What follows belongs to an exercise in optimizing a design on an open flow for small area and a short achievable clock period; a production flow would make more cautious choices.
In this exercise RTL edits were held to simulation tests only and were not proved equivalent to the original.
No activity file was given, so power comes from the tool's default toggle rates.

==> design.v <==
`default_nettype none
module tile_mul_front (
	input  logic [16-1:0] i_a,
	input  logic [16-1:0] i_b,
	output logic [42-1:0] o_csa
);
	logic [7:0] bneg;
	logic [7:0] bone;
	logic [7:0] btwo;
	logic pp0_0;
	logic pp0_1;
	logic pp0_2;
	logic pp0_3;
	logic pp0_4;
	logic pp0_5;
	logic pp0_6;
	logic pp0_7;
	logic pp0_8;
	logic pp0_9;
	logic pp0_10;
	logic pp0_11;
	logic pp0_12;
	logic pp0_13;
	logic pp0_14;
	logic pp0_15;
	logic pp1_0;
	logic pp1_1;
	logic pp1_2;
	logic pp1_3;
	logic pp1_4;
	logic pp1_5;
	logic pp1_6;
	logic pp1_7;
	logic pp1_8;
	logic pp1_9;
	logic pp1_10;
	logic pp1_11;
	logic pp1_12;
	logic pp1_13;
	logic pp2_0;
	logic pp2_1;
	logic pp2_2;
	logic pp2_3;
	logic pp2_4;
	logic pp2_5;
	logic pp2_6;
	logic pp2_7;
	logic pp2_8;
	logic pp2_9;
	logic pp2_10;
	logic pp2_11;
	logic pp3_0;
	logic pp3_1;
	logic pp3_2;
	logic pp3_3;
	logic pp3_4;
	logic pp3_5;
	logic pp3_6;
	logic pp3_7;
	logic pp3_8;
	logic pp3_9;
	logic pp4_0;
	logic pp4_1;
	logic pp4_2;
	logic pp4_3;
	logic pp4_4;
	logic pp4_5;
	logic pp4_6;
	logic pp4_7;
	logic pp5_0;
	logic pp5_1;
	logic pp5_2;
	logic pp5_3;
	logic pp5_4;
	logic pp5_5;
	logic pp6_0;
	logic pp6_1;
	logic pp6_2;
	logic pp6_3;
	logic pp7_0;
	logic pp7_1;
	logic s0;
	logic c0;
	logic s1;
	logic c1;
	logic s2;
	logic c2;
	logic s3;
	logic c3;
	logic s4;
	logic c4;
	logic s5;
	logic c5;
	logic s6;
	logic c6;
	logic s7;
	logic c7;
	logic s8;
	logic c8;
	logic s9;
	logic c9;
	logic s10;
	logic c10;
	logic s11;
	logic c11;
	logic s12;
	logic c12;
	logic s13;
	logic c13;
	logic s14;
	logic c14;
	logic s15;
	logic c15;
	logic s16;
	logic c16;
	logic s17;
	logic c17;
	logic s18;
	logic c18;
	logic s19;
	logic c19;
	logic s20;
	logic c20;
	logic s21;
	logic c21;
	logic s22;
	logic c22;
	logic s23;
	logic c23;
	logic s24;
	logic c24;
	logic s25;
	logic c25;
	logic s26;
	logic c26;
	logic s27;
	logic c27;
	logic s28;
	logic c28;
	logic s29;
	logic c29;
	logic s30;
	logic c30;
	logic s31;
	logic c31;
	logic s32;
	logic c32;
	logic s33;
	logic c33;
	assign bneg[0] = i_b[1];
	assign bone[0] = i_b[0] ^ 1'b0;
	assign btwo[0] = (i_b[1] & ~i_b[0] & ~1'b0) | (~i_b[1] & i_b[0] & 1'b0);
	assign bneg[1] = i_b[3];
	assign bone[1] = i_b[2] ^ i_b[1];
	assign btwo[1] = (i_b[3] & ~i_b[2] & ~i_b[1]) | (~i_b[3] & i_b[2] & i_b[1]);
	assign bneg[2] = i_b[5];
	assign bone[2] = i_b[4] ^ i_b[3];
	assign btwo[2] = (i_b[5] & ~i_b[4] & ~i_b[3]) | (~i_b[5] & i_b[4] & i_b[3]);
	assign bneg[3] = i_b[7];
	assign bone[3] = i_b[6] ^ i_b[5];
	assign btwo[3] = (i_b[7] & ~i_b[6] & ~i_b[5]) | (~i_b[7] & i_b[6] & i_b[5]);
	assign bneg[4] = i_b[9];
	assign bone[4] = i_b[8] ^ i_b[7];
	assign btwo[4] = (i_b[9] & ~i_b[8] & ~i_b[7]) | (~i_b[9] & i_b[8] & i_b[7]);
	assign bneg[5] = i_b[11];
	assign bone[5] = i_b[10] ^ i_b[9];
	assign btwo[5] = (i_b[11] & ~i_b[10] & ~i_b[9]) | (~i_b[11] & i_b[10] & i_b[9]);
	assign bneg[6] = i_b[13];
	assign bone[6] = i_b[12] ^ i_b[11];
	assign btwo[6] = (i_b[13] & ~i_b[12] & ~i_b[11]) | (~i_b[13] & i_b[12] & i_b[11]);
	assign bneg[7] = i_b[15];
	assign bone[7] = i_b[14] ^ i_b[13];
	assign btwo[7] = (i_b[15] & ~i_b[14] & ~i_b[13]) | (~i_b[15] & i_b[14] & i_b[13]);
	assign pp0_0 = ((bone[0] & i_a[0]) | (btwo[0] & 1'b0)) ^ bneg[0];
	assign pp0_1 = ((bone[0] & i_a[1]) | (btwo[0] & i_a[0])) ^ bneg[0];
	assign pp0_2 = ((bone[0] & i_a[2]) | (btwo[0] & i_a[1])) ^ bneg[0];
	assign pp0_3 = ((bone[0] & i_a[3]) | (btwo[0] & i_a[2])) ^ bneg[0];
	assign pp0_4 = ((bone[0] & i_a[4]) | (btwo[0] & i_a[3])) ^ bneg[0];
	assign pp0_5 = ((bone[0] & i_a[5]) | (btwo[0] & i_a[4])) ^ bneg[0];
	assign pp0_6 = ((bone[0] & i_a[6]) | (btwo[0] & i_a[5])) ^ bneg[0];
	assign pp0_7 = ((bone[0] & i_a[7]) | (btwo[0] & i_a[6])) ^ bneg[0];
	assign pp0_8 = ((bone[0] & i_a[8]) | (btwo[0] & i_a[7])) ^ bneg[0];
	assign pp0_9 = ((bone[0] & i_a[9]) | (btwo[0] & i_a[8])) ^ bneg[0];
	assign pp0_10 = ((bone[0] & i_a[10]) | (btwo[0] & i_a[9])) ^ bneg[0];
	assign pp0_11 = ((bone[0] & i_a[11]) | (btwo[0] & i_a[10])) ^ bneg[0];
	assign pp0_12 = ((bone[0] & i_a[12]) | (btwo[0] & i_a[11])) ^ bneg[0];
	assign pp0_13 = ((bone[0] & i_a[13]) | (btwo[0] & i_a[12])) ^ bneg[0];
	assign pp0_14 = ((bone[0] & i_a[14]) | (btwo[0] & i_a[13])) ^ bneg[0];
	assign pp0_15 = ((bone[0] & i_a[15]) | (btwo[0] & i_a[14])) ^ bneg[0];
	assign pp1_0 = ((bone[1] & i_a[0]) | (btwo[1] & 1'b0)) ^ bneg[1];
	assign pp1_1 = ((bone[1] & i_a[1]) | (btwo[1] & i_a[0])) ^ bneg[1];
	assign pp1_2 = ((bone[1] & i_a[2]) | (btwo[1] & i_a[1])) ^ bneg[1];
	assign pp1_3 = ((bone[1] & i_a[3]) | (btwo[1] & i_a[2])) ^ bneg[1];
	assign pp1_4 = ((bone[1] & i_a[4]) | (btwo[1] & i_a[3])) ^ bneg[1];
	assign pp1_5 = ((bone[1] & i_a[5]) | (btwo[1] & i_a[4])) ^ bneg[1];
	assign pp1_6 = ((bone[1] & i_a[6]) | (btwo[1] & i_a[5])) ^ bneg[1];
	assign pp1_7 = ((bone[1] & i_a[7]) | (btwo[1] & i_a[6])) ^ bneg[1];
	assign pp1_8 = ((bone[1] & i_a[8]) | (btwo[1] & i_a[7])) ^ bneg[1];
	assign pp1_9 = ((bone[1] & i_a[9]) | (btwo[1] & i_a[8])) ^ bneg[1];
	assign pp1_10 = ((bone[1] & i_a[10]) | (btwo[1] & i_a[9])) ^ bneg[1];
	assign pp1_11 = ((bone[1] & i_a[11]) | (btwo[1] & i_a[10])) ^ bneg[1];
	assign pp1_12 = ((bone[1] & i_a[12]) | (btwo[1] & i_a[11])) ^ bneg[1];
	assign pp1_13 = ((bone[1] & i_a[13]) | (btwo[1] & i_a[12])) ^ bneg[1];
	assign pp2_0 = ((bone[2] & i_a[0]) | (btwo[2] & 1'b0)) ^ bneg[2];
	assign pp2_1 = ((bone[2] & i_a[1]) | (btwo[2] & i_a[0])) ^ bneg[2];
	assign pp2_2 = ((bone[2] & i_a[2]) | (btwo[2] & i_a[1])) ^ bneg[2];
	assign pp2_3 = ((bone[2] & i_a[3]) | (btwo[2] & i_a[2])) ^ bneg[2];
	assign pp2_4 = ((bone[2] & i_a[4]) | (btwo[2] & i_a[3])) ^ bneg[2];
	assign pp2_5 = ((bone[2] & i_a[5]) | (btwo[2] & i_a[4])) ^ bneg[2];
	assign pp2_6 = ((bone[2] & i_a[6]) | (btwo[2] & i_a[5])) ^ bneg[2];
	assign pp2_7 = ((bone[2] & i_a[7]) | (btwo[2] & i_a[6])) ^ bneg[2];
	assign pp2_8 = ((bone[2] & i_a[8]) | (btwo[2] & i_a[7])) ^ bneg[2];
	assign pp2_9 = ((bone[2] & i_a[9]) | (btwo[2] & i_a[8])) ^ bneg[2];
	assign pp2_10 = ((bone[2] & i_a[10]) | (btwo[2] & i_a[9])) ^ bneg[2];
	assign pp2_11 = ((bone[2] & i_a[11]) | (btwo[2] & i_a[10])) ^ bneg[2];
	assign pp3_0 = ((bone[3] & i_a[0]) | (btwo[3] & 1'b0)) ^ bneg[3];
	assign pp3_1 = ((bone[3] & i_a[1]) | (btwo[3] & i_a[0])) ^ bneg[3];
	assign pp3_2 = ((bone[3] & i_a[2]) | (btwo[3] & i_a[1])) ^ bneg[3];
	assign pp3_3 = ((bone[3] & i_a[3]) | (btwo[3] & i_a[2])) ^ bneg[3];
	assign pp3_4 = ((bone[3] & i_a[4]) | (btwo[3] & i_a[3])) ^ bneg[3];
	assign pp3_5 = ((bone[3] & i_a[5]) | (btwo[3] & i_a[4])) ^ bneg[3];
	assign pp3_6 = ((bone[3] & i_a[6]) | (btwo[3] & i_a[5])) ^ bneg[3];
	assign pp3_7 = ((bone[3] & i_a[7]) | (btwo[3] & i_a[6])) ^ bneg[3];
	assign pp3_8 = ((bone[3] & i_a[8]) | (btwo[3] & i_a[7])) ^ bneg[3];
	assign pp3_9 = ((bone[3] & i_a[9]) | (btwo[3] & i_a[8])) ^ bneg[3];
	assign pp4_0 = ((bone[4] & i_a[0]) | (btwo[4] & 1'b0)) ^ bneg[4];
	assign pp4_1 = ((bone[4] & i_a[1]) | (btwo[4] & i_a[0])) ^ bneg[4];
	assign pp4_2 = ((bone[4] & i_a[2]) | (btwo[4] & i_a[1])) ^ bneg[4];
	assign pp4_3 = ((bone[4] & i_a[3]) | (btwo[4] & i_a[2])) ^ bneg[4];
	assign pp4_4 = ((bone[4] & i_a[4]) | (btwo[4] & i_a[3])) ^ bneg[4];
	assign pp4_5 = ((bone[4] & i_a[5]) | (btwo[4] & i_a[4])) ^ bneg[4];
	assign pp4_6 = ((bone[4] & i_a[6]) | (btwo[4] & i_a[5])) ^ bneg[4];
	assign pp4_7 = ((bone[4] & i_a[7]) | (btwo[4] & i_a[6])) ^ bneg[4];
	assign pp5_0 = ((bone[5] & i_a[0]) | (btwo[5] & 1'b0)) ^ bneg[5];
	assign pp5_1 = ((bone[5] & i_a[1]) | (btwo[5] & i_a[0])) ^ bneg[5];
	assign pp5_2 = ((bone[5] & i_a[2]) | (btwo[5] & i_a[1])) ^ bneg[5];
	assign pp5_3 = ((bone[5] & i_a[3]) | (btwo[5] & i_a[2])) ^ bneg[5];
	assign pp5_4 = ((bone[5] & i_a[4]) | (btwo[5] & i_a[3])) ^ bneg[5];
	assign pp5_5 = ((bone[5] & i_a[5]) | (btwo[5] & i_a[4])) ^ bneg[5];
	assign pp6_0 = ((bone[6] & i_a[0]) | (btwo[6] & 1'b0)) ^ bneg[6];
	assign pp6_1 = ((bone[6] & i_a[1]) | (btwo[6] & i_a[0])) ^ bneg[6];
	assign pp6_2 = ((bone[6] & i_a[2]) | (btwo[6] & i_a[1])) ^ bneg[6];
	assign pp6_3 = ((bone[6] & i_a[3]) | (btwo[6] & i_a[2])) ^ bneg[6];
	assign pp7_0 = ((bone[7] & i_a[0]) | (btwo[7] & 1'b0)) ^ bneg[7];
	assign pp7_1 = ((bone[7] & i_a[1]) | (btwo[7] & i_a[0])) ^ bneg[7];
	assign s0 = pp0_2 ^ pp1_0 ^ bneg[1];
	assign c0 = (pp0_2 & pp1_0) | (pp0_2 & bneg[1]) | (pp1_0 & bneg[1]);
	assign s1 = pp0_4 ^ pp1_2 ^ pp2_0;
	assign c1 = (pp0_4 & pp1_2) | (pp0_4 & pp2_0) | (pp1_2 & pp2_0);
	assign s2 = pp0_5 ^ pp1_3 ^ pp2_1;
	assign c2 = (pp0_5 & pp1_3) | (pp0_5 & pp2_1) | (pp1_3 & pp2_1);
	assign s3 = pp0_6 ^ pp1_4 ^ pp2_2;
	assign c3 = (pp0_6 & pp1_4) | (pp0_6 & pp2_2) | (pp1_4 & pp2_2);
	assign s4 = pp0_7 ^ pp1_5 ^ pp2_3;
	assign c4 = (pp0_7 & pp1_5) | (pp0_7 & pp2_3) | (pp1_5 & pp2_3);
	assign s5 = pp0_8 ^ pp1_6 ^ pp2_4;
	assign c5 = (pp0_8 & pp1_6) | (pp0_8 & pp2_4) | (pp1_6 & pp2_4);
	assign s6 = pp3_2 ^ pp4_0 ^ bneg[4];
	assign c6 = (pp3_2 & pp4_0) | (pp3_2 & bneg[4]) | (pp4_0 & bneg[4]);
	assign s7 = pp0_9 ^ pp1_7 ^ pp2_5;
	assign c7 = (pp0_9 & pp1_7) | (pp0_9 & pp2_5) | (pp1_7 & pp2_5);
	assign s8 = pp0_10 ^ pp1_8 ^ pp2_6;
	assign c8 = (pp0_10 & pp1_8) | (pp0_10 & pp2_6) | (pp1_8 & pp2_6);
	assign s9 = pp3_4 ^ pp4_2 ^ pp5_0;
	assign c9 = (pp3_4 & pp4_2) | (pp3_4 & pp5_0) | (pp4_2 & pp5_0);
	assign s10 = pp0_11 ^ pp1_9 ^ pp2_7;
	assign c10 = (pp0_11 & pp1_9) | (pp0_11 & pp2_7) | (pp1_9 & pp2_7);
	assign s11 = pp3_5 ^ pp4_3 ^ pp5_1;
	assign c11 = (pp3_5 & pp4_3) | (pp3_5 & pp5_1) | (pp4_3 & pp5_1);
	assign s12 = pp0_12 ^ pp1_10 ^ pp2_8;
	assign c12 = (pp0_12 & pp1_10) | (pp0_12 & pp2_8) | (pp1_10 & pp2_8);
	assign s13 = pp3_6 ^ pp4_4 ^ pp5_2;
	assign c13 = (pp3_6 & pp4_4) | (pp3_6 & pp5_2) | (pp4_4 & pp5_2);
	assign s14 = pp0_13 ^ pp1_11 ^ pp2_9;
	assign c14 = (pp0_13 & pp1_11) | (pp0_13 & pp2_9) | (pp1_11 & pp2_9);
	assign s15 = pp3_7 ^ pp4_5 ^ pp5_3;
	assign c15 = (pp3_7 & pp4_5) | (pp3_7 & pp5_3) | (pp4_5 & pp5_3);
	assign s16 = pp0_14 ^ pp1_12 ^ pp2_10;
	assign c16 = (pp0_14 & pp1_12) | (pp0_14 & pp2_10) | (pp1_12 & pp2_10);
	assign s17 = pp3_8 ^ pp4_6 ^ pp5_4;
	assign c17 = (pp3_8 & pp4_6) | (pp3_8 & pp5_4) | (pp4_6 & pp5_4);
	assign s18 = pp6_2 ^ pp7_0 ^ bneg[7];
	assign c18 = (pp6_2 & pp7_0) | (pp6_2 & bneg[7]) | (pp7_0 & bneg[7]);
	assign s19 = pp0_15 ^ pp1_13 ^ pp2_11;
	assign c19 = (pp0_15 & pp1_13) | (pp0_15 & pp2_11) | (pp1_13 & pp2_11);
	assign s20 = pp3_9 ^ pp4_7 ^ pp5_5;
	assign c20 = (pp3_9 & pp4_7) | (pp3_9 & pp5_5) | (pp4_7 & pp5_5);
	assign s21 = c0 ^ pp0_3 ^ pp1_1;
	assign c21 = (c0 & pp0_3) | (c0 & pp1_1) | (pp0_3 & pp1_1);
	assign s22 = c2 ^ s3 ^ pp3_0;
	assign c22 = (c2 & s3) | (c2 & pp3_0) | (s3 & pp3_0);
	assign s23 = c3 ^ s4 ^ pp3_1;
	assign c23 = (c3 & s4) | (c3 & pp3_1) | (s4 & pp3_1);
	assign s24 = c4 ^ s5 ^ s6;
	assign c24 = (c4 & s5) | (c4 & s6) | (s5 & s6);
	assign s25 = c5 ^ c6 ^ s7;
	assign c25 = (c5 & c6) | (c5 & s7) | (c6 & s7);
	assign s26 = c7 ^ s8 ^ s9;
	assign c26 = (c7 & s8) | (c7 & s9) | (s8 & s9);
	assign s27 = c8 ^ c9 ^ s10;
	assign c27 = (c8 & c9) | (c8 & s10) | (c9 & s10);
	assign s28 = c10 ^ c11 ^ s12;
	assign c28 = (c10 & c11) | (c10 & s12) | (c11 & s12);
	assign s29 = s13 ^ pp6_0 ^ bneg[6];
	assign c29 = (s13 & pp6_0) | (s13 & bneg[6]) | (pp6_0 & bneg[6]);
	assign s30 = c12 ^ c13 ^ s14;
	assign c30 = (c12 & c13) | (c12 & s14) | (c13 & s14);
	assign s31 = c14 ^ c15 ^ s16;
	assign c31 = (c14 & c15) | (c14 & s16) | (c15 & s16);
	assign s32 = c16 ^ c17 ^ c18;
	assign c32 = (c16 & c17) | (c16 & c18) | (c17 & c18);
	assign s33 = s19 ^ s20 ^ pp6_3;
	assign c33 = (s19 & s20) | (s19 & pp6_3) | (s20 & pp6_3);
	assign o_csa[0] = pp0_0;
	assign o_csa[1] = bneg[0];
	assign o_csa[2] = pp0_1;
	assign o_csa[3] = s0;
	assign o_csa[4] = s21;
	assign o_csa[5] = c21;
	assign o_csa[6] = s1;
	assign o_csa[7] = bneg[2];
	assign o_csa[8] = c1;
	assign o_csa[9] = s2;
	assign o_csa[10] = s22;
	assign o_csa[11] = bneg[3];
	assign o_csa[12] = c22;
	assign o_csa[13] = s23;
	assign o_csa[14] = c23;
	assign o_csa[15] = s24;
	assign o_csa[16] = c24;
	assign o_csa[17] = s25;
	assign o_csa[18] = pp3_3;
	assign o_csa[19] = pp4_1;
	assign o_csa[20] = c25;
	assign o_csa[21] = s26;
	assign o_csa[22] = bneg[5];
	assign o_csa[23] = c26;
	assign o_csa[24] = s27;
	assign o_csa[25] = s11;
	assign o_csa[26] = c27;
	assign o_csa[27] = s28;
	assign o_csa[28] = s29;
	assign o_csa[29] = c28;
	assign o_csa[30] = c29;
	assign o_csa[31] = s30;
	assign o_csa[32] = s15;
	assign o_csa[33] = pp6_1;
	assign o_csa[34] = c30;
	assign o_csa[35] = s31;
	assign o_csa[36] = s17;
	assign o_csa[37] = s18;
	assign o_csa[38] = c31;
	assign o_csa[39] = s32;
	assign o_csa[40] = s33;
	assign o_csa[41] = pp7_1;
endmodule
module tile_alu (
	input  logic [3:0]              i_op,
	input  logic [16-1:0] i_a,
	input  logic [16-1:0] i_b,       
	input  logic                    i_sub,     
	input  logic [42-1:0] i_csa,
	output logic [16-1:0] o_result
);
	logic [3:0] shamt;
	logic [16:0] sum;
	logic [16-1:0] a_rev;
	logic [16-1:0] shl_in;
	logic [16-1:0] shl;
	logic [16-1:0] shl_rev;
	logic [16-1:0] prod;
	logic [16-1:0] prod_x;
	logic [16-1:0] prod_y;
	logic s34;
	logic c34;
	logic s35;
	logic c35;
	logic s36;
	logic c36;
	logic s37;
	logic c37;
	logic s38;
	logic c38;
	logic s39;
	logic c39;
	logic s40;
	logic c40;
	logic s41;
	logic c41;
	logic s42;
	logic c42;
	logic s43;
	logic c43;
	logic s44;
	logic c44;
	logic s45;
	logic c45;
	logic s46;
	logic c46;
	logic s47;
	logic c47;
	logic s48;
	logic c48;
	logic s49;
	logic c49;
	logic s50;
	logic c50;
	logic s51;
	logic c51;
	logic s52;
	logic c52;
	logic s53;
	logic c53;
	logic s54;
	logic c54;
	logic s55;
	logic c55;
	assign s34 = i_csa[29] ^ i_csa[30];
	assign c34 = i_csa[29] & i_csa[30];
	assign s35 = i_csa[34] ^ i_csa[35];
	assign c35 = i_csa[34] & i_csa[35];
	assign s36 = i_csa[38] ^ i_csa[39];
	assign c36 = i_csa[38] & i_csa[39];
	assign s37 = i_csa[16] ^ i_csa[17];
	assign c37 = i_csa[16] & i_csa[17];
	assign s38 = i_csa[20] ^ i_csa[21];
	assign c38 = i_csa[20] & i_csa[21];
	assign s39 = i_csa[23] ^ i_csa[24];
	assign c39 = i_csa[23] & i_csa[24];
	assign s40 = i_csa[26] ^ i_csa[27];
	assign c40 = i_csa[26] & i_csa[27];
	assign s41 = s34 ^ i_csa[31] ^ i_csa[32];
	assign c41 = (s34 & i_csa[31]) | (s34 & i_csa[32]) | (i_csa[31] & i_csa[32]);
	assign s42 = c34 ^ s35 ^ i_csa[36];
	assign c42 = (c34 & s35) | (c34 & i_csa[36]) | (s35 & i_csa[36]);
	assign s43 = c35 ^ s36 ^ i_csa[40];
	assign c43 = (c35 & s36) | (c35 & i_csa[40]) | (s36 & i_csa[40]);
	assign s44 = i_csa[5] ^ i_csa[6];
	assign c44 = i_csa[5] & i_csa[6];
	assign s45 = i_csa[8] ^ i_csa[9];
	assign c45 = i_csa[8] & i_csa[9];
	assign s46 = i_csa[10] ^ i_csa[11];
	assign c46 = i_csa[10] & i_csa[11];
	assign s47 = i_csa[12] ^ i_csa[13];
	assign c47 = i_csa[12] & i_csa[13];
	assign s48 = i_csa[14] ^ i_csa[15];
	assign c48 = i_csa[14] & i_csa[15];
	assign s49 = s37 ^ i_csa[18] ^ i_csa[19];
	assign c49 = (s37 & i_csa[18]) | (s37 & i_csa[19]) | (i_csa[18] & i_csa[19]);
	assign s50 = c37 ^ s38 ^ i_csa[22];
	assign c50 = (c37 & s38) | (c37 & i_csa[22]) | (s38 & i_csa[22]);
	assign s51 = c38 ^ s39 ^ i_csa[25];
	assign c51 = (c38 & s39) | (c38 & i_csa[25]) | (s39 & i_csa[25]);
	assign s52 = c39 ^ s40 ^ i_csa[28];
	assign c52 = (c39 & s40) | (c39 & i_csa[28]) | (s40 & i_csa[28]);
	assign s53 = c40 ^ s41 ^ i_csa[33];
	assign c53 = (c40 & s41) | (c40 & i_csa[33]) | (s41 & i_csa[33]);
	assign s54 = c41 ^ s42 ^ i_csa[37];
	assign c54 = (c41 & s42) | (c41 & i_csa[37]) | (s42 & i_csa[37]);
	assign s55 = c42 ^ s43 ^ i_csa[41];
	assign c55 = (c42 & s43) | (c42 & i_csa[41]) | (s43 & i_csa[41]);
	assign prod_x = {c54, c53, c52, c51, c50, c49, c48, c47, c46, c45, c44, s44, i_csa[4], i_csa[3], i_csa[2], i_csa[0]};
	assign prod_y = {s55, s54, s53, s52, s51, s50, s49, s48, s47, s46, s45, i_csa[7], 1'b0, 1'b0, 1'b0, i_csa[1]};
	assign prod = prod_x + prod_y;
	assign sum = {1'b0, i_a} + {1'b0, i_b} + {{16{1'b0}}, i_sub};
	assign shamt = i_b[3:0];
	always_comb begin
		for (int k = 0; k < 16; k++) begin
			a_rev[k] = i_a[16-1-k];
			shl_rev[k] = shl[16-1-k];
		end
	end
	assign shl_in = (i_op == 4'd8) ? a_rev : i_a;
	assign shl = shl_in << shamt;
	always_comb begin
		case (i_op)
			4'd1: o_result = sum[16-1:0];
			4'd2: o_result = sum[16-1:0];
			4'd3: o_result = prod;
			4'd4: o_result = i_a & i_b;
			4'd5:  o_result = i_a | i_b;
			4'd6: o_result = i_a ^ i_b;
			4'd7: o_result = shl;
			4'd8: o_result = shl_rev;
			4'd9: o_result = i_a;
			4'd10:  o_result = {{(16-1){1'b0}}, !sum[16]};
			default: o_result = '0;
		endcase
	end
endmodule
`default_nettype wire
`default_nettype none
module fetch_stage (
	input  logic                     clk,
	input  logic                     reset,
	input  logic                     i_run,
	input  logic                     i_cfg_req,
	input  logic [48-1:0]  i_cfg,
	output logic                     o_cfg_ack,
	input  logic                     i_loop_we,     
	input  logic [7:0]               i_loop,        
	output logic [51-1:0] o_word,
	output logic                     o_word_valid
);
	logic [41-1:0] cfg_mem [0:16-1];
	logic [4-1:0] pc;
	logic [4-1:0] loop_start;
	logic [4-1:0] loop_end;
	logic [4-1:0] cfg_addr;
	logic [44-1:0] cfg_word;
	logic [41-1:0] cfg_packed;
	logic cfg_write;
	assign cfg_addr = i_cfg[48-1:44];
	assign cfg_word = i_cfg[44-1:0];
	assign cfg_write = i_cfg_req && !o_cfg_ack;
	assign cfg_packed[40:37] = cfg_word[43:40];
	assign cfg_packed[36:34] = cfg_word[39:37];
	assign cfg_packed[33:31] = cfg_word[33:31];
	assign cfg_packed[30] = cfg_word[30];
	assign cfg_packed[29] = cfg_word[29];
	assign cfg_packed[28] = cfg_word[28];
	assign cfg_packed[27:16] = cfg_word[27:16];
	assign cfg_packed[12:0] = cfg_word[12:0];
	assign cfg_packed[15:13] = cfg_word[29] ? cfg_word[15:13] : cfg_word[36:34];
	always_ff @(posedge clk) begin
		if (reset) begin
			o_cfg_ack <= 1'b0;
		end else if (cfg_write) begin
			o_cfg_ack <= 1'b1;
		end else if (!i_cfg_req) begin
			o_cfg_ack <= 1'b0;
		end
	end
	always_ff @(posedge clk) begin
		if (cfg_write) begin
			cfg_mem[cfg_addr] <= cfg_packed;
		end
	end
	always_ff @(posedge clk) begin
		if (reset) begin
			pc <= '0;
			loop_start <= '0;
			loop_end <= 4'd15;
			o_word_valid <= 1'b0;
		end else if (i_run) begin
			if (pc == loop_end) begin
				pc <= loop_start;
			end else begin
				pc <= pc + 1'b1;
			end
			if (i_loop_we) begin
				loop_start <= i_loop[3:0];
				loop_end <= i_loop[7:4];
			end
			o_word_valid <= 1'b1;
		end
	end
	logic [16-1:0] pc_dec;
	logic [41-1:0] rd_word;
	always_comb begin
		rd_word = '0;
		for (int e = 0; e < 16; e++) begin
			pc_dec[e] = pc == e[4-1:0];
			rd_word = rd_word | (cfg_mem[e] & {41{pc_dec[e]}});
		end
	end
	function automatic logic [4:0] src_onehot(input logic [3-1:0] src);
		src_onehot = {src == 3'd4, src == 3'd3, src == 3'd2, src == 3'd1, src == 3'd0};
	endfunction
	logic [51-1:0] fword;
	logic rd_use_imm;
	logic rd_b_imm;
	always_comb begin
		rd_use_imm = rd_word[29];
		rd_b_imm = rd_use_imm || rd_word[40:37] == 4'd11;
		fword[50:47] = rd_word[40:37];
		fword[46:42] = src_onehot(rd_word[36:34]);
		fword[41] = rd_word[36:34] == 3'd7;
		fword[40:36] = rd_b_imm ? 5'd0 : src_onehot(rd_word[15:13]);
		fword[35] = rd_b_imm;
		fword[34] = !rd_use_imm && rd_word[15:13] == 3'd7;
		fword[33] = rd_use_imm;
		fword[32:30] = rd_word[33:31];
		fword[29] = rd_word[30];
		fword[28] = rd_word[28];
		fword[27:16] = rd_word[27:16];
		fword[15:0] = rd_word[15:0];
	end
	always_ff @(posedge clk) begin
		if (i_run) begin
			o_word <= fword;
		end
	end
endmodule
`default_nettype wire
`default_nettype none
module operand_stage (
	input  logic                                      clk,
	input  logic                                      reset,
	input  logic                                      i_run,
	input  logic [51-1:0]                  i_word,
	input  logic                                      i_word_valid,
	input  logic [4*17-1:0]    i_flit_in,
	input  logic [17-1:0]                   i_treg,
	output logic [3:0]                                o_op,
	output logic [16-1:0]                   o_a,
	output logic [16-1:0]                   o_b,            
	output logic                                      o_sub,          
	output logic [42-1:0]                   o_mcsa,         
	output logic                                      o_res_valid,    
	output logic                                      o_treg_we,      
	output logic                                      o_loop_we,      
	output logic [4-1:0]                 o_route_alu,    
	output logic [4-1:0]                 o_route_treg,   
	output logic [4*17-1:0]    o_pass          
);
	logic [3:0] opcode;
	logic [4:0] a_sel;
	logic [4:0] b_sel;
	logic [3-1:0] src_p;
	logic [16-1:0] imm;
	logic [4*3-1:0] route;
	logic a_valid;
	logic b_valid;
	logic [16-1:0] a_data;
	logic [16-1:0] b_data;
	logic [4:0] nz;
	logic p_valid;
	logic p_nz;
	logic pred_pass;
	logic a_ok;
	logic b_ok;
	logic fire;
	logic is_sub;
	logic [42-1:0] mcsa;
	assign opcode = i_word[50:47];
	assign a_sel = i_word[46:42];
	assign b_sel = i_word[40:36];
	assign src_p = i_word[32:30];
	assign imm = i_word[15:0];
	assign route = i_word[27:16];
	function automatic logic [17-1:0] pick_source(
		input logic [4:0]                               sel,
		input logic [4*17-1:0]   flits,
		input logic [17-1:0]                  treg
	);
		logic [17-1:0] f;
		f = treg & {17{sel[4]}};
		for (int d = 0; d < 4; d++) begin
			f = f | (flits[d*17 +: 17] & {17{sel[d]}});
		end
		pick_source = f;
	endfunction
	logic [17-1:0] a_flit;
	logic [17-1:0] b_flit;
	always_comb begin
		a_flit = pick_source(a_sel, i_flit_in, i_treg);
		b_flit = pick_source(b_sel, i_flit_in, i_treg);
	end
	assign a_valid = a_flit[16];
	assign a_data = a_flit[16-1:0];
	assign b_valid = i_word[33] || b_flit[16];
	assign b_data = b_flit[16-1:0] | (imm & {16{i_word[35]}});
	always_comb begin
		for (int d = 0; d < 4; d++) begin
			nz[d] = |i_flit_in[d*17 +: 16];
		end
		nz[4] = |i_treg[16-1:0];
		p_valid = 1'b0;
		p_nz = 1'b0;
		if (!src_p[2]) begin
			p_valid = i_flit_in[src_p[1:0]*17 + 16];
			p_nz = nz[src_p[1:0]];
		end else if (src_p[1:0] == 2'd0) begin
			p_valid = i_treg[16];
			p_nz = nz[4];
		end
	end
	assign pred_pass = (src_p == 3'd7) || (p_valid && (p_nz ^ i_word[29]));
	assign a_ok = i_word[41] || a_valid;
	assign b_ok = i_word[34] || b_valid;
	always_comb begin
		case (opcode)
			4'd0, 4'd11: fire = 1'b0;
			4'd9: fire = pred_pass && (a_valid || b_valid);
			default: fire = pred_pass && a_ok && b_ok;
		endcase
	end
	always_ff @(posedge clk) begin
		if (reset) begin
			o_res_valid <= 1'b0;
			o_treg_we <= 1'b0;
			o_loop_we <= 1'b0;
			o_route_alu <= '0;
			o_route_treg <= '0;
			for (int d = 0; d < 4; d++) begin
				o_pass[d*17 + 16] <= 1'b0;
			end
		end else if (i_run) begin
			o_res_valid <= i_word_valid && fire;
			o_treg_we <= i_word_valid && i_word[28];
			o_loop_we <= i_word_valid && opcode == 4'd11;
			for (int d = 0; d < 4; d++) begin
				o_route_alu[d] <= i_word_valid && route[3*d +: 3] == 3'd4;
				o_route_treg[d] <= i_word_valid && route[3*d +: 3] == 3'd5;
				o_pass[d*17 + 16] <= i_word_valid && !route[3*d + 2] &&
					i_flit_in[route[3*d +: 2]*17 + 16];
			end
		end
	end
	tile_mul_front u_mul_front (
		.i_a   (a_data),
		.i_b   (b_data),
		.o_csa (mcsa)
	);
	assign is_sub = opcode == 4'd2 || opcode == 4'd10;
	always_ff @(posedge clk) begin
		if (i_run) begin
			o_op <= opcode;
			o_a <= (opcode == 4'd9 && !a_valid) ? b_data : a_data;
			o_b <= b_data ^ {16{is_sub}};
			o_sub <= is_sub;
			o_mcsa <= mcsa;
			for (int d = 0; d < 4; d++) begin
				o_pass[d*17 +: 16] <=
					i_flit_in[route[3*d +: 2]*17 +: 16];
			end
		end
	end
endmodule
`default_nettype wire
`default_nettype none
module execute_stage (
	input  logic                                      clk,
	input  logic                                      reset,
	input  logic                                      i_run,
	input  logic                                      i_res_valid,
	input  logic                                      i_treg_we,
	input  logic [4-1:0]                 i_route_alu,
	input  logic [4-1:0]                 i_route_treg,
	input  logic [4*17-1:0]    i_pass,
	input  logic [16-1:0]                   i_result,
	output logic [17-1:0]                   o_treg,
	output logic [4*17-1:0]    o_flit_out
);
	logic [17-1:0] res;
	logic [4-1:0] out_alu;
	logic [4*17-1:0] out_hold;
	always_ff @(posedge clk) begin
		if (reset) begin
			o_treg[16] <= 1'b0;
			out_alu <= '0;
			for (int d = 0; d < 4; d++) begin
				out_hold[d*17 + 16] <= 1'b0;
			end
		end else if (i_run) begin
			if (i_treg_we) begin
				o_treg[16] <= i_res_valid;
			end
			out_alu <= i_route_alu;
			for (int d = 0; d < 4; d++) begin
				if (i_route_treg[d]) begin
					out_hold[d*17 + 16] <= o_treg[16];
				end else begin
					out_hold[d*17 + 16] <= i_pass[d*17 + 16];
				end
			end
		end
	end
	always_ff @(posedge clk) begin
		if (i_run) begin
			res <= {i_res_valid, i_result};
			if (i_treg_we) begin
				o_treg[16-1:0] <= i_result;
			end
			for (int d = 0; d < 4; d++) begin
				if (i_route_treg[d]) begin
					out_hold[d*17 +: 16] <= o_treg[16-1:0];
				end else begin
					out_hold[d*17 +: 16] <= i_pass[d*17 +: 16];
				end
			end
		end
	end
	for (genvar d = 0; d < 4; d++) begin : g_out
		assign o_flit_out[d*17 +: 17] = out_alu[d] ? res : out_hold[d*17 +: 17];
	end
endmodule
`default_nettype wire
`default_nettype none
module tile_top (
	input  logic                                      clk,
	input  logic                                      reset,
	input  logic                                      i_run,
	input  logic                                      i_cfg_req,
	input  logic [48-1:0]                   i_cfg,
	output logic                                      o_cfg_ack,
	input  logic [4*17-1:0]    i_flit_in,
	output logic [4*17-1:0]    o_flit_out
);
	logic [51-1:0] word;
	logic word_valid;
	logic [3:0] alu_op;
	logic [16-1:0] alu_a;
	logic [16-1:0] alu_b;
	logic alu_sub;
	logic [42-1:0] alu_mcsa;
	logic [16-1:0] alu_result;
	logic res_valid;
	logic treg_we;
	logic loop_we;
	logic [4-1:0] route_alu;
	logic [4-1:0] route_treg;
	logic [4*17-1:0] pass;
	logic [17-1:0] treg;
	fetch_stage u_fetch (
		.clk          (clk),
		.reset        (reset),
		.i_run        (i_run),
		.i_cfg_req    (i_cfg_req),
		.i_cfg        (i_cfg),
		.o_cfg_ack    (o_cfg_ack),
		.i_loop_we    (loop_we),
		.i_loop       (alu_b[7:0]),
		.o_word       (word),
		.o_word_valid (word_valid)
	);
	operand_stage u_operand (
		.clk          (clk),
		.reset        (reset),
		.i_run        (i_run),
		.i_word       (word),
		.i_word_valid (word_valid),
		.i_flit_in    (i_flit_in),
		.i_treg       (treg),
		.o_op         (alu_op),
		.o_a          (alu_a),
		.o_b          (alu_b),
		.o_sub        (alu_sub),
		.o_mcsa       (alu_mcsa),
		.o_res_valid  (res_valid),
		.o_treg_we    (treg_we),
		.o_loop_we    (loop_we),
		.o_route_alu  (route_alu),
		.o_route_treg (route_treg),
		.o_pass       (pass)
	);
	tile_alu u_alu (
		.i_op     (alu_op),
		.i_a      (alu_a),
		.i_b      (alu_b),
		.i_sub    (alu_sub),
		.i_csa    (alu_mcsa),
		.o_result (alu_result)
	);
	execute_stage u_execute (
		.clk          (clk),
		.reset        (reset),
		.i_run        (i_run),
		.i_res_valid  (res_valid),
		.i_treg_we    (treg_we),
		.i_route_alu  (route_alu),
		.i_route_treg (route_treg),
		.i_pass       (pass),
		.i_result     (alu_result),
		.o_treg       (treg),
		.o_flit_out   (o_flit_out)
	);
endmodule
`default_nettype wire
==> flow/run.sh <==
#!/bin/bash
# The standard layout, with plain buffers (not delay cells) on the ports.
set -o pipefail
export BUFFER_PORTS_ARGS="-buffer_cell sky130_fd_sc_hd__buf_1"
bash standard.sh finish > standard.log 2>&1
==> standard.sh <==
#!/bin/bash
# synth_recipe.tcl (not shown) runs the flow's synth.tcl, then flattens the netlist and writes it again
# the make line also repeats each setting of config.mk as NAME=value (left out here)
make -C /OpenROAD-flow-scripts/flow DESIGN_CONFIG=/design/flow/config.mk WORK_HOME=/design/flow/orfs CLKGATE_MAP_FILE= SYNTH_SCRIPT=/design/flow/synth_recipe.tcl "${@:-finish}"
==> config.mk <==
export PLATFORM = sky130hd
export DESIGN_NAME = tile_top
export DESIGN_NICKNAME = tile_top
export VERILOG_FILES = /design/flow/design.v
export SDC_FILE = /design/flow/constraint.sdc
export NUM_CORES = 4
export LEC_CHECK = 0
export ABC_CLOCK_PERIOD_IN_PS = 3300
export CAP_MARGIN = 20
export CORE_MARGIN = 2
export CORE_UTILIZATION = 65
export CTS_BUF_LIST = sky130_fd_sc_hd__clkbuf_8
export CTS_CLUSTER_DIAMETER = 45
export CTS_CLUSTER_SIZE = 20
export SETUP_SLACK_MARGIN = 4.2
export SLEW_MARGIN = 20
==> constraint.sdc <==
create_clock -name core_clock -period 7.0 [get_ports {clk}]
set_input_delay 1.4000 -clock core_clock [delete_from_list [all_inputs] [get_ports {clk}]]
set_output_delay 1.4000 -clock core_clock [all_outputs]
set_load 0.01 [all_outputs]
==> results of run 1 <==
==> cells by family after synthesis <==
group | count (synthesis)
flip-flops | 985
AO/OA/AOI/OAI | 801
buffers and inverters | 321
adder cells (fa/ha/maj) | 110
multiplexers | 279
AND/OR/NAND/NOR | 567
XOR/XNOR | 79
==> sequential cells by signal (all words and copies together) (netlist names), 17 cells and up <==
name and cells:
u_execute.o_treg 17, u_execute.out_hold 68, u_execute.res 17, u_fetch.cfg_mem 656, u_fetch.o_word 51, u_operand.o_mcsa 42, u_operand.o_pass 68
==> placed cells by master, fill, tap and decap left out, drive strengths merged, types with 7 or more instances in the layout <==
cell type,n
a221o,13
nor3,36
or3,10
nand2b,7
mux2,144
and3,20
clkinvlp,13
nor4,17
o211ai,13
dfxtp,38
o21ai,67
mux2i,45
nand4,66
mux4,90
a22o,137
nor2b,7
nand3,43
nand2,161
clkbuf,117
xor2,27
nor2,155
and4,12
a21oi,143
a221oi,165
a21o,13
o21a,7
xnor2,52
o22ai,33
inv,132
ha,74
and2,23
clkinv,33
a211oi,11
o221ai,7
a222oi,33
buf,475
fa,36
edfxtp,947
a31oi,10
a22oi,110
==> worst paths after layout <==
check	cells after the start	endpoint
min reg2reg	2	u_operand.o_treg_we
max	12	u_operand.o_mcsa[31]
min	2	u_operand.o_treg_we
max reg2reg	11	u_operand.o_mcsa[31]
==> per-layer routing <==
metal	track usage	part of all wire	up-vias
li1	-	-	13500
met1	0.514	0.33	16400
met2	0.667	0.47	2841
met3	0.102	0.12	702
met4	0.260	0.076	18
met5	0	0.00088	-
==> power groups by stage <==
stage | clock network, mW | logic, mW | registers (mW)
after floorplan | 0 | 2.57 | 7.10
after global placement | 0 | 3.69 | 7.25
after detailed placement | 0 | 3.80 | 7.26
after CTS | 4.24 | 4.70 | 7.09
after global routing | 4.46 | 5.67 | 7.13
final | 4.23 | 5.44 | 7.11
==> critical path: stages <==
cell,delay [ns]
sky130_fd_sc_hd__buf_12,0.12
sky130_fd_sc_hd__a22oi_2,0.21
sky130_fd_sc_hd__nand2_2,0.09
sky130_fd_sc_hd__a221oi_4,0.23
sky130_fd_sc_hd__buf_12,0.16
sky130_fd_sc_hd__nor2_4,0.07
sky130_fd_sc_hd__buf_4,0.13
sky130_fd_sc_hd__a222oi_1,0.31
sky130_fd_sc_hd__nor2_1,0.11
sky130_fd_sc_hd__a221oi_4,0.21
sky130_fd_sc_hd__fa_1,0.49
sky130_fd_sc_hd__fa_2,0.44
==> area by class of cell <==
type | instances | share of cell area
antenna | 6 | 0.000273
clock buffer | 104 | 0.0260
clock inverter | 88 | 0.0186
inverter | 94 | 0.00718
multi-input combinational | 1841 | 0.314
sequential | 985 | 0.531
tap | 940 | 0.0214
timing repair buffer | 489 | 0.0815
timing repair inverter | 2 | 0.000295
==> timing repair <==
item                                    CTS  global route
setup buffers                           165            51
hold buffers                              0             0
resized for setup                       449           259
endpoints found under the setup margin  392           439
gates cloned                             14             4
pin swaps                               130            93
==> stage by stage <==
step / hold slack (ns) / setup WS (ns) / total power, mW
finish: 0.468 / 3.49 / 16.8
global route: 0.498 / 3.41 / 17.3
CTS: 0.469 / 3.60 / 16.0
detailed placement: 0.454 / 1.96 / 11.1
global placement: 0.448 / 2.02 / 10.9
floorplan: 0.431 / 3.06 / 9.68
==> reports/summary.log, run 1 <==
[critical_path] capturing element type of the critical path register
[synth] post-synthesis cell type count 87
[place] number of buffers added on ports 188
[route] Routed WL 157 mm
[critical_path] reg-to-reg startpoint u_execute.o_treg[2]
[global_routing] GR Overflow Total 0
[clocking] clock-pin transition on the worst setup and hold timing paths 0.10 ns
[synth] adder-cell share of the synthesized area 0.0358
[status] run status complete, no violations
[pwr] power per standard cell area 305 nW/µm²
[place] post-detail-place hpwl 90.3 mm
[synth] Post-Synthesis Cells 3142
[clocking] TritonCTS clock tree yes
[pwr] internal power 11.1 mW
[global_routing] first-pass GRT wire length 219 mm
[final_layout] number of fillers in the final layout 3888
[synth] post-synthesis share of cell area spent on xor and xnor gates 0.0154
[clocking] CTS H-Tree Depth 3
[timing] skew final 0.0715 ns
[flow_run] number of maximum-capacitance violations 0
[final_layout] post-layout utilization of the core 0.787
[synth] EDFF count, synth 947
[clocking] clock net sink count 985
[synth] main combinational cell family by area after synthesis compound AO/OA/AOI/OAI gates
[critical_path] Worst setup SP type primary input
[place] count of placed standard cells including taps 4117
[route] number of detailed-routing iterations run before antenna repair 13
[floorplanning] standard-cell rows 97
[synth] largest cells by area after synthesis sky130_fd_sc_hd__edfxtp_1, sky130_fd_sc_hd__mux4_2, sky130_fd_sc_hd__mux2_2, sky130_fd_sc_hd__a221oi_1, sky130_fd_sc_hd__a22o_1
[final_layout] Layout Area Growth over Synthesis 19.9%
[synth] share of synthesized area occupied by flip-flops and latches 0.635
[route] number of nets with antenna violations after detailed routing 0
[pwr] switching power total 5.73 mW
[timing] slew at the pin closest to its max-slew limit 1.17 ns
[pwr] share of total power in sequential cells 0.424
[route] average routed wire per standard cell 34.5 µm
[route] starting DRC count in detailed routing 5424
[floorplanning] die height 270 µm
[synth] Syn. warnings 4
[clocking] clock buffer count from CTS 102
[timing] setup repair after global routing missed its margin yes
[synth] Commonest cells post-synth sky130_fd_sc_hd__edfxtp_1, sky130_fd_sc_hd__nand2_1, sky130_fd_sc_hd__a221oi_1
[timing] max-slew violation count 0
[critical_path] required time of the worst setup path 7.47 ns
[floorplanning] die area 72800 µm²
[timing] Final setup viols 0
[route] detailed-route via count 33.4k
[floorplanning] die extent in x 270 µm
[pwr] switching power share of the total 0.342
[pwr] clock share of power 0.252
[synth] Synth Area in Simple Gates 0.0609
[synth] area fraction in compound gates after synthesis 0.133
[floorplanning] Core Footprint 70000 µm²
[floorplanning] effective utilization at floorplan 0.656
[hold_path] critical hold path startpoint u_operand.o_treg_we
[global_routing] antenna violations before repair 15
[critical_path] critical path peak fanout 8
[final_layout] area of all sequential standard cells 29200 µm²
[final_layout] Final nets 3745
[synth] synthesized area per cell 14.6 µm²
[clocking] number of buffers between clock root and the deepest sink 3
[global_routing] vias in the first global route 32.3k
[hold_path] class of the tightest hold or removal check register to register
[global_routing] gr usage total 0.417
[final_layout] Final Cell Area 55100 µm²
[critical_path] crit path from i_flit_in[2]
[synth] post-synthesis instance area 46000 µm²
[timing] clock period minus worst slack 3.51 ns
[critical_path] critical path arrival 3.98 ns
[global_routing] pin count of the biggest net entering global routing 176
[timing] total count of hold-check failures in the final report 0
[route] via/cell ratio 7.34
[place] placed instance area 47800 µm²
[floorplanning] number of primary I/O pins 189
[pwr] Peak supply drop 0.000410 V
[synth] Yosys top cell area share 0.619
[clocking] library cell used as clock root buffer sky130_fd_sc_hd__clkbuf_8
[route] count of unresolved DRC violations after routing 0
[pwr] combinational power share 0.324
[synth] proportion of register bits with asynchronous set or reset after synthesis 0
[place] last weighted congestion value of the routability-driven placer 0.991
[synth] multiplexer share of the synthesized area 0.0892
[critical_path] startpoint-to-endpoint class of the critical path primary input to register
[clocking] source-to-sink clock delay at the later pin of the worst-skew pair 0.77 ns
[synth] biggest area consumer among synthesized cells sky130_fd_sc_hd__edfxtp_1
[synth] register bit count reported by yosys 985
[final_layout] multi-input logic area 17300 µm²
[critical_path] flop-to-flop setup slack 3.66 ns
[timing] headroom to the max-slew limit 0.219
[pwr] Leakage 18.8 nW
[synth] count leader, synth sky130_fd_sc_hd__edfxtp_1
[synth] total nets after synthesis 3372
[timing] Period Utilization, post-route 0.501
[synth] main flop type after synthesis sky130_fd_sc_hd__edfxtp_1
[timing] setup tns final 0 ns
[timing] maximum frequency from static timing analysis 0.285 GHz
[final_layout] post-layout instance count excluding filler cells 4549
[final_layout] fraction of final layout cells sized beyond drive strength 1 0.321
==> run 2, diff against run 1 <==
--- a/config.mk
+++ b/config.mk
@@ -12,5 +12,5 @@
 export CTS_BUF_LIST = sky130_fd_sc_hd__clkbuf_8
 export CTS_CLUSTER_DIAMETER = 45
 export CTS_CLUSTER_SIZE = 20
-export SETUP_SLACK_MARGIN = 4.2
+export SETUP_SLACK_MARGIN = 3.45
 export SLEW_MARGIN = 20
==> run 2 against run 1 <==
  * Maximum frequency fell by 0.91%
  * Worst hold slack lost 0.0020 ns
  * First-iteration DRC count is 10% lower
  * Die area unchanged
  * Non-clock buffer count decreased by 149
  * Still clean on timing, DRC and antenna
  * Cell count is 3.4% lower
  * Largest power group unchanged
  * Flip-flop and latch count unchanged
  * Critical path depth shrank 4
  * Critical path type unchanged
==> reports/summary.log, run 2 <==
[timing] skew final 0.0704 ns [-0.00114 ns]
[global_routing] gr usage total 0.394 [-0.0230]
[critical_path] capturing element type of the critical path register
[clocking] source-to-sink clock delay at the later pin of the worst-skew pair 0.77 ns [about the same]
[global_routing] pin count of the biggest net entering global routing 180 [+2.3%]
[synth] Syn. warnings 4 [unchanged]
[clocking] clock net sink count 985 [unchanged]
[pwr] power per standard cell area 300 nW/µm² [-1.6%]
[hold_path] cell count of the worst hold path 2 [unchanged]
[pwr] Peak supply drop 0.000345 V [-16%]
[status] run status complete, no violations
[critical_path] path length in cells of the critical path 8 [-4]
[timing] total count of hold-check failures in the final report 0 [unchanged]
[floorplanning] die extent in x 270 µm [unchanged]
[synth] post-synthesis instance area 46000 µm² [unchanged]
[route] number of nets with antenna violations after detailed routing 0 [unchanged]
[critical_path] reg-to-reg startpoint u_operand.o_mcsa[29]
[critical_path] FF-to-FF End u_execute.res[15]
[critical_path] flop-to-flop setup slack 3.49 ns [-0.17 ns]
[place] last weighted congestion value of the routability-driven placer 0.974 [-1.7%]
[critical_path] slowest cell delay on critical path 0.61 ns [+0.12 ns]
[place] number of buffers added on ports 188 [unchanged]
[critical_path] required time of the worst setup path 7.48 ns [about the same]
[global_routing] vias in the first global route 30.7k [-5.1%]
[clocking] clock-pin transition on the worst setup and hold timing paths 0.09 ns [about the same]
[clocking] TritonCTS clock tree yes
[critical_path] Critical Path Slowest Stage Cell sky130_fd_sc_hd__and4_1
[synth] largest cells by area after synthesis sky130_fd_sc_hd__edfxtp_1, sky130_fd_sc_hd__mux4_2, sky130_fd_sc_hd__mux2_2, sky130_fd_sc_hd__a221oi_1, sky130_fd_sc_hd__a22o_1
[final_layout] fraction of final layout cells sized beyond drive strength 1 0.221 [-0.100]
[route] average routed wire per standard cell 33.1 µm [-4.1%]
[pwr] Leakage 17.1 nW [-9.2%]
[route] number of detailed-routing iterations run before antenna repair 10 [-3]
[timing] Final setup viols 0 [unchanged]
[timing] setup tns final 0 ns [unchanged]
[final_layout] post-layout utilization of the core 0.732 [-0.0543]
[critical_path] Worst setup SP type primary input
[synth] share of synthesized area occupied by flip-flops and latches 0.635 [unchanged]
[final_layout] largest registers ranked by flip-flop count u_fetch.cfg_mem x656, u_execute.out_hold x68, u_operand.o_pass x68
[synth] biggest area consumer among synthesized cells sky130_fd_sc_hd__edfxtp_1
[final_layout] max FFs per register 656 [unchanged]
[route] via/cell ratio 7.26 [-1.1%]
[synth] main flop type after synthesis sky130_fd_sc_hd__edfxtp_1
[hold_path] class of the tightest hold or removal check register to register
[route] starting DRC count in detailed routing 4873 [-10%]
[clocking] library cell used as clock root buffer sky130_fd_sc_hd__clkbuf_8
[floorplanning] die area 72800 µm² [unchanged]
[pwr] overall power 15.4 mW [-8.4%]
[synth] post-synthesis cell type count 87 [unchanged]
[global_routing] first-pass GRT wire length 208 mm [-5.3%]
[critical_path] last element of the critical path u_operand.o_mcsa[24]
[clocking] CTS H-Tree Depth 3 [unchanged]
[critical_path] critical path peak fanout 8 [unchanged]
[route] detailed-route via count 31.9k [-4.5%]
[critical_path] reg2reg path depth 9 [-2]
[floorplanning] number of primary I/O pins 189 [unchanged]
[synth] Commonest cells post-synth sky130_fd_sc_hd__edfxtp_1, sky130_fd_sc_hd__nand2_1, sky130_fd_sc_hd__a221oi_1
[final_layout] largest register by flop count u_fetch.cfg_mem
[final_layout] Layout Area Growth over Synthesis 11.6%
[timing] setup repair after global routing missed its margin yes
[clocking] clock buffer count from CTS 102 [unchanged]
[synth] register bit count reported by yosys 985 [unchanged]
[final_layout] most common cell after layout, fill and taps aside sky130_fd_sc_hd__edfxtp_1
[floorplanning] die height 270 µm [unchanged]
[timing] clock period minus worst slack 3.54 ns [+0.0322 ns]
[floorplanning] standard-cell rows 97 [unchanged]
[synth] EDFF count, synth 947 [unchanged]
[synth] total nets after synthesis 3372 [unchanged]
[critical_path] crit path from i_flit_in[43]
[synth] Yosys top cell area share 0.619 [unchanged]
[critical_path] buffer and inverter count on the worst path 1 [-2]
[route] count of unresolved DRC violations after routing 0 [unchanged]
[critical_path] critical path arrival 4.02 ns [+0.04 ns]
[floorplanning] Core Footprint 70000 µm² [unchanged]
[place] post-detail-place hpwl 90.2 mm [-0.10%]
[synth] synthesized area per cell 14.6 µm² [unchanged]
[timing] maximum frequency from static timing analysis 0.283 GHz [-0.91%]
[final_layout] Final nets 3593 [-4.1%]
[timing] slew at the pin closest to its max-slew limit 1.12 ns [-0.0493 ns]
[critical_path] family with the most delay on the worst path adder cells
[synth] proportion of register bits with asynchronous set or reset after synthesis 0 [unchanged]
[final_layout] top library cells by usage in the layout, fill and taps aside sky130_fd_sc_hd__edfxtp_1, sky130_fd_sc_hd__buf_1, sky130_fd_sc_hd__nand2_1, sky130_fd_sc_hd__a221oi_1, sky130_fd_sc_hd__mux2_2
[timing] headroom to the max-slew limit 0.252 [+0.0329]
[synth] count leader, synth sky130_fd_sc_hd__edfxtp_1
[clocking] number of buffers between clock root and the deepest sink 3 [unchanged]
[timing] max-slew violation count 0 [unchanged]
[synth] Post-Synthesis Cells 3142 [unchanged]
[critical_path] chain of cells forming the critical path buf_1 > a22oi_1 > and4_1 > a222oi_1 > nor2_1 > a221oi_4 > fa_1 > fa_2
[critical_path] startpoint-to-endpoint class of the critical path primary input to register
[flow_run] number of maximum-capacitance violations 0 [unchanged]
[floorplanning] effective utilization at floorplan 0.656 [unchanged]
[global_routing] GR Overflow Total 0 [unchanged]
[route] Routed WL 145 mm [-7.3%]
[global_routing] antenna violations before repair 8 [-7]
[timing] Period Utilization, post-route 0.505 [+0.00461]
-- run 2: cell counts after synthesis --
No cell type changed its count.
-- run 2: logic make-up after synthesis --
logic type,Yosys count,share of synthesized area
fa+ha+maj,110,0.0358
compound gates,801,0.133
simple gates,567,0.0609
buf+inv,321,0.0300
xor+xnor,79,0.0154
flops,985,0.635
mux,279,0.0892
-- run 2: layout make-up --
type                            count  area [µm²]
Antenna cell                        6        15.0
Clock buffer                      102        1400
Clock inverter                     88        1030
Fill cell                        4413       18800
Inverter                           94         362
Multi-Input combinational cell   1839       16000
Sequential cell                   985       29200
Tap cell                          940        1180
Timing Repair Buffer              340        2110
Timing Repair inverter              1        5.00
-- run 2: worst register-to-register path, cell delays in order (launching register included) --
cell and delay (ns):
sky130_fd_sc_hd__edfxtp_1 0.43, sky130_fd_sc_hd__ha_1 0.33, sky130_fd_sc_hd__fa_1 0.53, sky130_fd_sc_hd__fa_1 0.43, sky130_fd_sc_hd__ha_1 0.40, sky130_fd_sc_hd__nand3_1 0.11
sky130_fd_sc_hd__nand2_1 0.06, sky130_fd_sc_hd__a41oi_1 0.27, sky130_fd_sc_hd__mux2i_2 0.42, sky130_fd_sc_hd__a221o_2 0.35
-- run 2: metal layers --
| metal | GRT usage | part of all wire | vias to the layer above |
|---|---|---|---|
| li1 | - | - | 13200 |
| met1 | 0.514 | 0.35 | 15700 |
| met2 | 0.619 | 0.47 | 2533 |
| met3 | 0.0921 | 0.13 | 532 |
| met4 | 0.210 | 0.060 | 4 |
| met5 | 0 | 0.00018 | - |
-- run 2: report_power, final --
group / switching, mW / leakage [nW] / internal (mW) / total (mW)
registers: 0.201 / 9.06 / 6.88 / 7.08
logic: 2.53 / 6.83 / 1.57 / 4.10
clock network: 2.39 / 1.21 / 1.80 / 4.19
total: 5.12 / 17.1 / 10.3 / 15.4
-- run 2: worst min-delay path by stage --
stage / from / end / slack, ns
after floorplan: u_operand.o_res_valid / u_execute.res[16] / 0.43
after global placement: u_operand.o_treg_we / u_operand.o_treg_we / 0.45
after detailed placement: u_operand.o_route_alu[1] / u_operand.o_route_alu[1] / 0.46
after CTS: u_operand.o_treg_we / u_operand.o_treg_we / 0.47
after global routing: u_fetch.loop_start[2] / u_fetch.loop_start[2] / 0.49
final: u_operand.o_treg_we / u_operand.o_treg_we / 0.47
-- run 2: metrics by stage --
step	worst slack [ns]	instances	hold WS, ns	instance area, µm²
floorplan	2.85	3142	0.431	46200
finish	3.46	4395	0.466	51300
CTS	3.42	4361	0.469	50700
global placement	2.04	4116	0.448	47600
global route	3.40	4394	0.494	51300
detailed placement	1.98	4116	0.455	47600
-- run 2: repair_timing --
| item | in CTS | in global routing |
|---|---|---|
| endpoints found under the hold margin | 0 | 0 |
| buffers inserted | 53 | 25 |
| hold buffers | 0 | 0 |
| setup endpoints to repair | 97 | 36 |
| cloned | 2 | 3 |
| pin swaps | 15 | 16 |
| gates resized for setup | 46 | 76 |
==> run 3, diff against run 2 <==
--- a/config.mk
+++ b/config.mk
@@ -9,8 +9,8 @@
 export CAP_MARGIN = 20
 export CORE_MARGIN = 2
 export CORE_UTILIZATION = 65
-export CTS_BUF_LIST = sky130_fd_sc_hd__clkbuf_8
-export CTS_CLUSTER_DIAMETER = 45
-export CTS_CLUSTER_SIZE = 20
-export SETUP_SLACK_MARGIN = 3.45
+export CTS_BUF_LIST = sky130_fd_sc_hd__clkbuf_16
+export CTS_CLUSTER_DIAMETER = 50
+export CTS_CLUSTER_SIZE = 40
+export SETUP_SLACK_MARGIN = 3.7
 export SLEW_MARGIN = 20
==> run 3 against run 2 <==
  * Sequential power is essentially flat
  * Design area grew 3.7%
  * Global-route usage grew 1.8 points
  * Cell count grew 0.52%
  * Combinational power grew about 20%
  * Critical path depth grew 5
  * Die area is the same
  * Power grew 13%
  * Routed wire length grew 4.4%
  * Sequential share of layout area shrank 2.0 points
  * Largest power group unchanged
==> reports/summary.log, run 3 <==
[final_layout] most common cell after layout, fill and taps aside sky130_fd_sc_hd__edfxtp_1
[critical_path] critical path arrival 3.91 ns [-0.11 ns]
[final_layout] multi-input logic area 16400 µm² [+2.9%]
[final_layout] largest register by flop count u_fetch.cfg_mem
[timing] total count of hold-check failures in the final report 0 [unchanged]
[critical_path] critical path peak fanout 7 [-1]
[floorplanning] die height 270 µm [unchanged]
[timing] maximum frequency from static timing analysis 0.285 GHz [+0.93%]
[synth] area fraction in compound gates after synthesis 0.133 [unchanged]
[final_layout] Final nets 3624 [+0.86%]
[synth] Synth Area in Simple Gates 0.0609 [unchanged]
[synth] multiplexer share of the synthesized area 0.0892 [unchanged]
[pwr] Leakage 17.9 nW [+4.7%]
[synth] Commonest cells post-synth sky130_fd_sc_hd__edfxtp_1, sky130_fd_sc_hd__nand2_1, sky130_fd_sc_hd__a221oi_1
[floorplanning] standard-cell rows 97 [unchanged]
[critical_path] Worst setup SP type register
[critical_path] reg-to-reg startpoint u_fetch.o_word[38]
[final_layout] post-layout utilization of the core 0.760 [+0.0274]
[timing] headroom to the max-slew limit 0.231 [-0.0209]
[global_routing] first-pass GRT wire length 218 mm [+4.8%]
[global_routing] gr usage total 0.411 [+0.0176]
[synth] Post-Synthesis Cells 3142 [unchanged]
[critical_path] last element of the critical path u_operand.o_mcsa[15]
[floorplanning] die area 72800 µm² [unchanged]
[critical_path] crit path from u_fetch.o_word[38]
[clocking] hold buffer count at CTS 0 [unchanged]
[clocking] library cell used as clock root buffer sky130_fd_sc_hd__clkbuf_16
[timing] clock period minus worst slack 3.51 ns [-0.0326 ns]
[critical_path] reg2reg path depth 13 [+4]
[synth] post-synthesis instance area 46000 µm² [unchanged]
[floorplanning] die extent in x 270 µm [unchanged]
[route] starting DRC count in detailed routing 5262 [+8.0%]
[clocking] clock net sink count 985 [unchanged]
[synth] proportion of register bits with asynchronous set or reset after synthesis 0 [unchanged]
[timing] Period Utilization, post-route 0.501 [-0.00466]
[clocking] number of buffers between clock root and the deepest sink 3 [unchanged]
[final_layout] max FFs per register 656 [unchanged]
[clocking] source-to-sink clock delay at the later pin of the worst-skew pair 0.69 ns [-0.08 ns]
[timing] setup tns final 0 ns [unchanged]
[place] post-detail-place hpwl 90.9 mm [+0.80%]
[critical_path] required time of the worst setup path 7.41 ns [-0.07 ns]
[route] number of nets with antenna violations after detailed routing 0 [unchanged]
[critical_path] FF-to-FF End u_operand.o_mcsa[15]
[synth] post-synthesis share of cell area spent on xor and xnor gates 0.0154 [unchanged]
[final_layout] area of all sequential standard cells 29200 µm² [about the same]
[global_routing] vias in the first global route 32.3k [+5.3%]
[floorplanning] number of primary I/O pins 189 [unchanged]
[route] detailed-route via count 33.1k [+3.6%]
[synth] main combinational cell family by area after synthesis compound AO/OA/AOI/OAI gates
[synth] EDFF count, synth 947 [unchanged]
[route] Routed WL 152 mm [+4.4%]
[route] count of unresolved DRC violations after routing 0 [unchanged]
[timing] smallest hold slack 0.469 ns [+0.00299 ns]
[route] average routed wire per standard cell 34.4 µm [+3.9%]
[timing] minimum setup slack in the final design 3.49 ns [+0.0326 ns]
[synth] post-synthesis cell type count 87 [unchanged]
[synth] total nets after synthesis 3372 [unchanged]
[clocking] clock-pin transition on the worst setup and hold timing paths 0.08 ns [about the same]
[timing] setup repair after global routing missed its margin yes
[place] number of buffers added on ports 188 [unchanged]
[final_layout] fraction of final layout cells sized beyond drive strength 1 0.252 [+0.0313]
[clocking] TritonCTS clock tree yes
[flow_run] number of maximum-capacitance violations 0 [unchanged]
[final_layout] Layout Area Growth over Synthesis 15.8%
[synth] Yosys top cell area share 0.619 [unchanged]
[synth] biggest area consumer among synthesized cells sky130_fd_sc_hd__edfxtp_1
[final_layout] largest registers ranked by flip-flop count u_fetch.cfg_mem x656, u_execute.out_hold x68, u_operand.o_pass x68
[clocking] clock buffer count from CTS 89 [-13%]
[synth] register bit count reported by yosys 985 [unchanged]
[route] number of detailed-routing iterations run before antenna repair 9 [-1]
[synth] main flop type after synthesis sky130_fd_sc_hd__edfxtp_1
[timing] skew final 0.0650 ns [-0.00538 ns]
[hold_path] class of the tightest hold or removal check register to register
[critical_path] startpoint-to-endpoint class of the critical path register to register
[synth] count leader, synth sky130_fd_sc_hd__edfxtp_1
[synth] adder-cell share of the synthesized area 0.0358 [unchanged]
[final_layout] number of fillers in the final layout 4032 [-8.6%]
[pwr] Peak supply drop 0.000560 V [+62%]
[global_routing] pin count of the biggest net entering global routing 170 [-5.6%]
[timing] slew at the pin closest to its max-slew limit 1.15 ns [+0.0330 ns]
[timing] Final setup viols 0 [unchanged]
[place] count of placed standard cells including taps 4120 [+0.097%]
[place] last weighted congestion value of the routability-driven placer 0.972 [-0.21%]
[global_routing] GR Overflow Total 0 [unchanged]
[floorplanning] Core Footprint 70000 µm² [unchanged]
[global_routing] antenna violations before repair 9 [+1]
[pwr] power per standard cell area 327 nW/µm² [+9.0%]
[clocking] CTS H-Tree Depth 3 [unchanged]
[floorplanning] effective utilization at floorplan 0.656 [unchanged]
[critical_path] flop-to-flop setup slack 3.49 ns [about the same]
[place] worst slack at placement 1.95 ns [-0.0289 ns]
[final_layout] post-layout instance count excluding filler cells 4418 [+0.52%]
[timing] max-slew violation count 0 [unchanged]
[critical_path] capturing element type of the critical path register
[status] run status complete, no violations
[synth] Syn. warnings 4 [unchanged]
[route] via/cell ratio 7.48 [+3.1%]
[synth] share of synthesized area occupied by flip-flops and latches 0.635 [unchanged]
[synth] largest cells by area after synthesis sky130_fd_sc_hd__edfxtp_1, sky130_fd_sc_hd__mux4_2, sky130_fd_sc_hd__mux2_2, sky130_fd_sc_hd__a221oi_1, sky130_fd_sc_hd__a22o_1
[final_layout] top library cells by usage in the layout, fill and taps aside sky130_fd_sc_hd__edfxtp_1, sky130_fd_sc_hd__buf_4, sky130_fd_sc_hd__nand2_1, sky130_fd_sc_hd__buf_1, sky130_fd_sc_hd__mux2_2
[synth] synthesized area per cell 14.6 µm² [unchanged]
## run 3: cell count changes in the layout (fill, tap and decap cells not counted), sizes merged
cell,delta
clkbuf,-22
diode,+3
clkinv,+1
bufinv,-2
clkinvlp,-7
nor2,-1
inv,-3
nand3,-1
bufbuf,+1
buf,+53
and2,+1
## run 3: layout make-up
type / count / area share
well taps: 940 / 0.0221
multi-input cells: 1838 / 0.309
diodes: 9 / 0.000423
repair buffers: 385 / 0.0496
repair inverters: 1 / 0.0000941
flip-flops and latches: 985 / 0.549
clock buffers: 89 / 0.0419
clock inverters: 77 / 0.0206
inverters: 94 / 0.00713
## run 3: critical path, stage by stage, from the launching register on
cell and delay (ns):
sky130_fd_sc_hd__edfxtp_1 0.49, sky130_fd_sc_hd__buf_4 0.20, sky130_fd_sc_hd__buf_4 0.14, sky130_fd_sc_hd__a22oi_2 0.16, sky130_fd_sc_hd__nand2_2 0.09, sky130_fd_sc_hd__a221oi_4 0.24
sky130_fd_sc_hd__buf_12 0.17, sky130_fd_sc_hd__nor2_4 0.06, sky130_fd_sc_hd__buf_6 0.13, sky130_fd_sc_hd__a222oi_1 0.37, sky130_fd_sc_hd__nor2_1 0.09, sky130_fd_sc_hd__a221oi_2 0.21
sky130_fd_sc_hd__fa_1 0.47, sky130_fd_sc_hd__fa_2 0.41
## run 3: kinds of logic (layout without fill, tap and decap cells)
kind of cell / count (synthesis) / after routing
AND/OR/NAND/NOR: 567 / 569
flip-flops: 985 / 985
adder cells (fa/ha/maj): 110 / 110
other: 0 / 9
multiplexers: 279 / 279
buffers and inverters: 321 / 646
AO/OA/AOI/OAI: 801 / 801
XOR/XNOR: 79 / 79
## run 3: how the worst min path moves through the flow
| stage | from | to | depth (start not counted) |
|---|---|---|---|
| global placement | u_operand.o_treg_we | u_operand.o_treg_we | 2 |
| global route | u_operand.o_route_alu[3] | u_operand.o_route_alu[3] | 2 |
| finish | u_operand.o_route_alu[3] | u_operand.o_route_alu[3] | 2 |
| CTS | u_operand.o_route_alu[3] | u_operand.o_route_alu[3] | 2 |
| floorplan | u_operand.o_res_valid | u_execute.res[16] | 0 |
| detailed placement | u_operand.o_route_alu[3] | u_operand.o_route_alu[3] | 2 |
## run 3: power breakdown
part           internal, mW  switching, mW
sequential             6.88          0.211
combinational          1.99           2.92
clock                  2.73           2.65
## run 3: metrics by stage
| stage | instance area, µm² | power (mW) |
|---|---|---|
| final | 53200 | 17.4 |
| after global routing | 53200 | 17.8 |
| after CTS | 52400 | 16.9 |
| after detailed placement | 47700 | 10.9 |
| after global placement | 47700 | 10.8 |
| after floorplan | 46200 | 9.56 |
## run 3: routing by layer
| metal | vias up | track usage | part of all wire |
|---|---|---|---|
| met5 | - | 0 | 0.00016 |
| met1 | 16200 | 0.535 | 0.34 |
| met4 | 4 | 0.248 | 0.069 |
| met2 | 2996 | 0.646 | 0.46 |
| li1 | 13200 | - | - |
| met3 | 599 | 0.0824 | 0.13 |
## run 3: repair_timing
action	CTS	global route
gates cloned	4	2
setup buffers	82	35
setup endpoints to repair	131	75
resized for setup	182	94
pin swaps	63	53

==> static timing again, ports no longer ideal <==
No port has a modelled driver above. Below, the same layouts with a new extraction and two added sets of constraints. Step 1 assumes that a clkbuf_16 drives the clock port and a buf_2 every other input. Step 2 adds t to the input delays and takes it off the output delays; t is the mean of the earliest and latest rising clock arrival at the registers after step 1. Input paths then give back, and output paths get back, about the clock's delay inside the block. Slacks: ideal ports / drivers / drivers and shift; pairs: ideal ports / drivers.
run	t (ns)	setup WS [ns]	worst setup path after step 2	pins driven straight from the clock port
run 1	0.800	3.494 / 3.510 / 2.709	input to register	1
run 2	0.798	3.462 / 3.457 / 2.661	input to register	1
run 3	0.726	3.495 / 3.495 / 2.805	input to register	1
After both steps every run listed still meets setup and hold. The setup slack of run 2, which loses most, moves by -0.005 ns with the drivers and by -0.801 ns with both steps.
